Source: an optimization exercise on an open RTL-to-GDS flow (aim: small area and a short achievable clock period). Production flows keep margins and buffers that such runs may drop.
At most, simulation tests tie the RTL to the original design; equivalence was not proved.
Power is estimated from default activity; no workload was simulated.

== old ==
## yaw_tracker_top
module yaw_tracker_top (
    input  logic                clk,
    input  logic                rst_n,
    input  logic                sample_valid,
    input  logic                calibrate,
    input  imu_pkg::rate_t      rate_a,
    input  imu_pkg::rate_t      rate_b,
    output angle_pkg::angle_t   yaw_a,
    output angle_pkg::angle_t   yaw_b,
    output angle_pkg::angle_t   rel_yaw,
    output angle_pkg::heading_t heading,
    output logic                out_valid
);
    localparam int LO_W = angle_pkg::LO_W;
    localparam int M_W  = angle_pkg::M_W;
    logic        v0, v1, v2;
    logic        c0;
    logic [15:0] ra0, rb0;
    logic [LO_W-1:0] lo_a, lo_b;
    logic [M_W-1:0]  mb_a, mb_b;
    logic            p3_a, p2_a, p0_a, p3_b, p2_b, p0_b;
    logic [M_W-1:0]  m_a, m_b;
    logic [LO_W-1:0] ya_lo_1, yb_lo_1;
    logic [M_W-1:0]  ya_m_1, yb_m_1;
    logic [LO_W-1:0] dl;
    logic            l_borrow;
    logic            rel_sgn;
    logic [6:0]      t_1;
    logic [5:0]      rel_hi;
    logic [LO_W-1:0] ya_lo_q, yb_lo_q, rel_lo_q;
    logic [M_W-1:0]  ya_m_q, yb_m_q;
    logic [5:0]      rel_hi_q;
    logic            rel_sgn_q;
    always_ff @(posedge clk or negedge rst_n) begin
        if (!rst_n) begin
            v0 <= 1'b0;
            v1 <= 1'b0;
            v2 <= 1'b0;
            c0 <= 1'b0;
        end else begin
            v0 <= sample_valid;
            v1 <= v0;
            v2 <= v1;
            c0 <= sample_valid && calibrate;
        end
    end
    always_ff @(posedge clk or negedge rst_n) begin
        if (!rst_n) begin
            ra0 <= '0;
            rb0 <= '0;
        end else begin
            ra0 <= sample_valid ? rate_a : 16'd0;
            rb0 <= sample_valid ? rate_b : 16'd0;
        end
    end
    gyro_integrator gyro_integrator_a_i (
        .clk   (clk),
        .rst_n (rst_n),
        .clear (c0),
        .rate  (ra0),
        .lo    (lo_a),
        .mb    (mb_a),
        .p3    (p3_a),
  ...
Settings: LEC_CHECK=0, CAP_MARGIN=20, CORE_MARGIN=2, CORE_UTILIZATION=40, CTS_BUF_LIST=sky130_fd_sc_hd__clkbuf_8, SLEW_MARGIN=20; clock period 10.0 ns.
standard.sh (not shown) runs the stock make flow with config.mk's settings and CLKGATE_MAP_FILE= SYNTH_SCRIPT=/design/flow/synth_recipe.tcl, a recipe that flattens the netlist after the stock synthesis.
==> flow/flow/run.sh <==
#!/bin/bash
set -euo pipefail
MARGIN=$(cat flow/margin.txt)
bash standard.sh ADDER_MAP_FILE= synth > synth.log 2>&1
bash standard.sh SETUP_SLACK_MARGIN=$MARGIN floorplan > floorplan.log 2>&1
bash standard.sh SETUP_SLACK_MARGIN=$MARGIN "BUFFER_PORTS_ARGS=-buffer_cell sky130_fd_sc_hd__buf_1" place > place.log 2>&1
bash standard.sh SETUP_SLACK_MARGIN=$MARGIN cts > cts.log 2>&1
bash standard.sh SETUP_SLACK_MARGIN=$MARGIN route > route.log 2>&1
bash standard.sh SETUP_SLACK_MARGIN=$MARGIN finish > finish.log 2>&1
==> flow/flow/margin.txt <==
6.8
#### Input delta (new over old)
-- flow/design.v --
<<< old, line 23
    output logic [angle_pkg::LO_W-1:0] lo,
    output logic [angle_pkg::M_W-1:0]  mb,
    output logic                       p3,
    output logic                       p2,
    output logic                       p0
);
    logic [15:0] r;
>>> new, line 23
    output logic [angle_pkg::LO_W-1:0] lo,
    output logic [angle_pkg::M_W-1:0]  mb,
    output logic                       c,
    output logic                       ovp,
    output logic                       ovn
);
    logic [15:0] r;
<<< old, line 56
    addfold45 fold_i (
        .a ({2'b00, mb}),
        .b ({{5{p3}}, p2, 1'b0, p0}),
        .c ({{2{r[15]}}, r[15:10]}),
        .m (mb_n)
>>> new, line 56
    addfold45 fold_i (
        .a ({2'b00, mb}),
        .b ({{5{ovp}}, ovp | ovn, 1'b0, c}),
        .c ({{2{r[15]}}, r[15:10]}),
        .m (mb_n)
<<< old, line 65
            q   <= '0;
            mb  <= '0;
            p3  <= 1'b0;
            p2  <= 1'b0;
            p0  <= 1'b0;
        end else if (clear) begin
            lo  <= '0;
            q   <= '0;
            mb  <= '0;
            p3  <= 1'b0;
            p2  <= 1'b0;
            p0  <= 1'b0;
        end else begin
            lo  <= low_n[9:0];
            q   <= {hi_n, low_n[15:10]};
            mb  <= mb_n;
            p3  <= ovp_n;
            p2  <= ovp_n | ovn_n;
            p0  <= c_n;
        end
    end
>>> new, line 65
            q   <= '0;
            mb  <= '0;
            c   <= 1'b0;
            ovp <= 1'b0;
            ovn <= 1'b0;
        end else if (clear) begin
            lo  <= '0;
            q   <= '0;
            mb  <= '0;
            c   <= 1'b0;
            ovp <= 1'b0;
            ovn <= 1'b0;
        end else begin
            lo  <= low_n[9:0];
            q   <= {hi_n, low_n[15:10]};
            mb  <= mb_n;
            c   <= c_n;
            ovp <= ovp_n;
            ovn <= ovn_n;
        end
    end
<<< old, line 211
    logic [LO_W-1:0] lo_a, lo_b;
    logic [M_W-1:0]  mb_a, mb_b;
    logic            p3_a, p2_a, p0_a, p3_b, p2_b, p0_b;
    logic [M_W-1:0]  m_a, m_b;
    logic [LO_W-1:0] ya_lo_1, yb_lo_1;
>>> new, line 211
    logic [LO_W-1:0] lo_a, lo_b;
    logic [M_W-1:0]  mb_a, mb_b;
    logic            c_a, ovp_a, ovn_a, c_b, ovp_b, ovn_b;
    logic [M_W-1:0]  m_a, m_b;
    logic [LO_W-1:0] ya_lo_1, yb_lo_1;
<<< old, line 253
        .lo    (lo_a),
        .mb    (mb_a),
        .p3    (p3_a),
        .p2    (p2_a),
        .p0    (p0_a)
    );
    gyro_integrator gyro_integrator_b_i (
>>> new, line 253
        .lo    (lo_a),
        .mb    (mb_a),
        .c     (c_a),
        .ovp   (ovp_a),
        .ovn   (ovn_a)
    );
    gyro_integrator gyro_integrator_b_i (
<<< old, line 264
        .lo    (lo_b),
        .mb    (mb_b),
        .p3    (p3_b),
        .p2    (p2_b),
        .p0    (p0_b)
    );
    addfold45 fold_a_i (
        .a ({2'b00, mb_a}),
        .b ({{5{p3_a}}, p2_a, 1'b0, p0_a}),
        .c (8'd0),
        .m (m_a)
>>> new, line 264
        .lo    (lo_b),
        .mb    (mb_b),
        .c     (c_b),
        .ovp   (ovp_b),
        .ovn   (ovn_b)
    );
    addfold45 fold_a_i (
        .a ({2'b00, mb_a}),
        .b ({{5{ovp_a}}, ovp_a | ovn_a, 1'b0, c_a}),
        .c (8'd0),
        .m (m_a)
<<< old, line 276
    addfold45 fold_b_i (
        .a ({2'b00, mb_b}),
        .b ({{5{p3_b}}, p2_b, 1'b0, p0_b}),
        .c (8'd0),
        .m (m_b)
>>> new, line 276
    addfold45 fold_b_i (
        .a ({2'b00, mb_b}),
        .b ({{5{ovp_b}}, ovp_b | ovn_b, 1'b0, c_b}),
        .c (8'd0),
        .m (m_b)
<<< old, line 285
    assign {lo_borrow, lo_diff} = {1'b0, lo_a} - {1'b0, lo_b};
    logic [6:0] pa, pb;
    assign pa  = {{4{p3_a}}, p2_a, 1'b0, p0_a};
    assign pb  = {{4{p3_b}}, p2_b, 1'b0, p0_b};
    logic [6:0] t_s1, t_c1, t_s2, t_c2;
    csa #(.W(7)) t_csa1_i (.a({1'b0, mb_a}), .b({1'b1, ~mb_b}), .c(pa), .s(t_s1), .cy(t_c1));
>>> new, line 285
    assign {lo_borrow, lo_diff} = {1'b0, lo_a} - {1'b0, lo_b};
    logic [6:0] pa, pb;
    assign pa  = {{4{ovp_a}}, ovp_a | ovn_a, 1'b0, c_a};
    assign pb  = {{4{ovp_b}}, ovp_b | ovn_b, 1'b0, c_b};
    logic [6:0] t_s1, t_c1, t_s2, t_c2;
    csa #(.W(7)) t_csa1_i (.a({1'b0, mb_a}), .b({1'b1, ~mb_b}), .c(pa), .s(t_s1), .cy(t_c1));
[summary]
- new: via count higher than old
- Capture point of the worst path: gyro_integrator_a_i.mb[1]$_DFF_PN0_ -> new, gyro_integrator_b_i.q[9]$_DFFE_PN0P_ -> old
- Comparing the two runs side by side, new comes out ahead of old on overall power.
- Changes observed in new relative to old: peak clock frequency supported by timing higher, layout multi-input combinational cell count higher, clock-pin slew on the worst setup and hold paths lower, inverter count of the layout excluding clock inverters higher.
- Summary of new over old: instance area at placement went up by 1.8%; detailed-routing wirelength on met1 increased 690 um; routed wire length increased about 5.5%.
- Summary of the comparison: maximum cell stage delay along the critical path is higher in new, relative to old.
- Cmp old and new / met1 usage in global routing / higher: new
- Taking old as the reference, in new final worst setup slack rose by 0.086 ns; number of non-clock buffers in the layout fell by 24.
- Net switching component of the power ended up 3.2% lower on new than on old.
Function not checked in old: the RTL went through the layout flow alone.

## static timing again, ports no longer ideal
In the flow no input, the clock included, has a driving cell. The finished layouts below were timed again as built, in two steps.
Step 1 (the two cells are an assumption about what drives the block):
set clk [get_ports {clk}]
set_driving_cell -lib_cell sky130_fd_sc_hd__clkbuf_16 $clk
set_driving_cell -lib_cell sky130_fd_sc_hd__buf_2 [delete_from_list [all_inputs] $clk]
Step 2 also shifts input and output timing later by t, the mid clock arrival at the registers, as if the neighbouring blocks saw the same clock.
Three values: no drivers, after step 1, after step 2; two values: the first two.
run | shift t [ns] | setup WS [ns] | hold slack, ns | latest minus earliest clock arrival (ns) | slew at the worst register clock pin (ns)
old | 0.514 | 6.847 / 6.847 / 6.616 | 0.356 / 0.356 / 0.356 | 0.026 / 0.027 | 0.13 / 0.13
new | 0.520 | 6.933 / 6.901 / 6.633 | 0.343 / 0.343 / 0.343 | 0.023 / 0.023 | 0.11 / 0.11
After both steps setup and hold are still met in every run listed. For new, which loses most, drivers alone change the setup slack by -0.032 ns; drivers and shift together by -0.300 ns. Setup slack includes reset recovery checks.
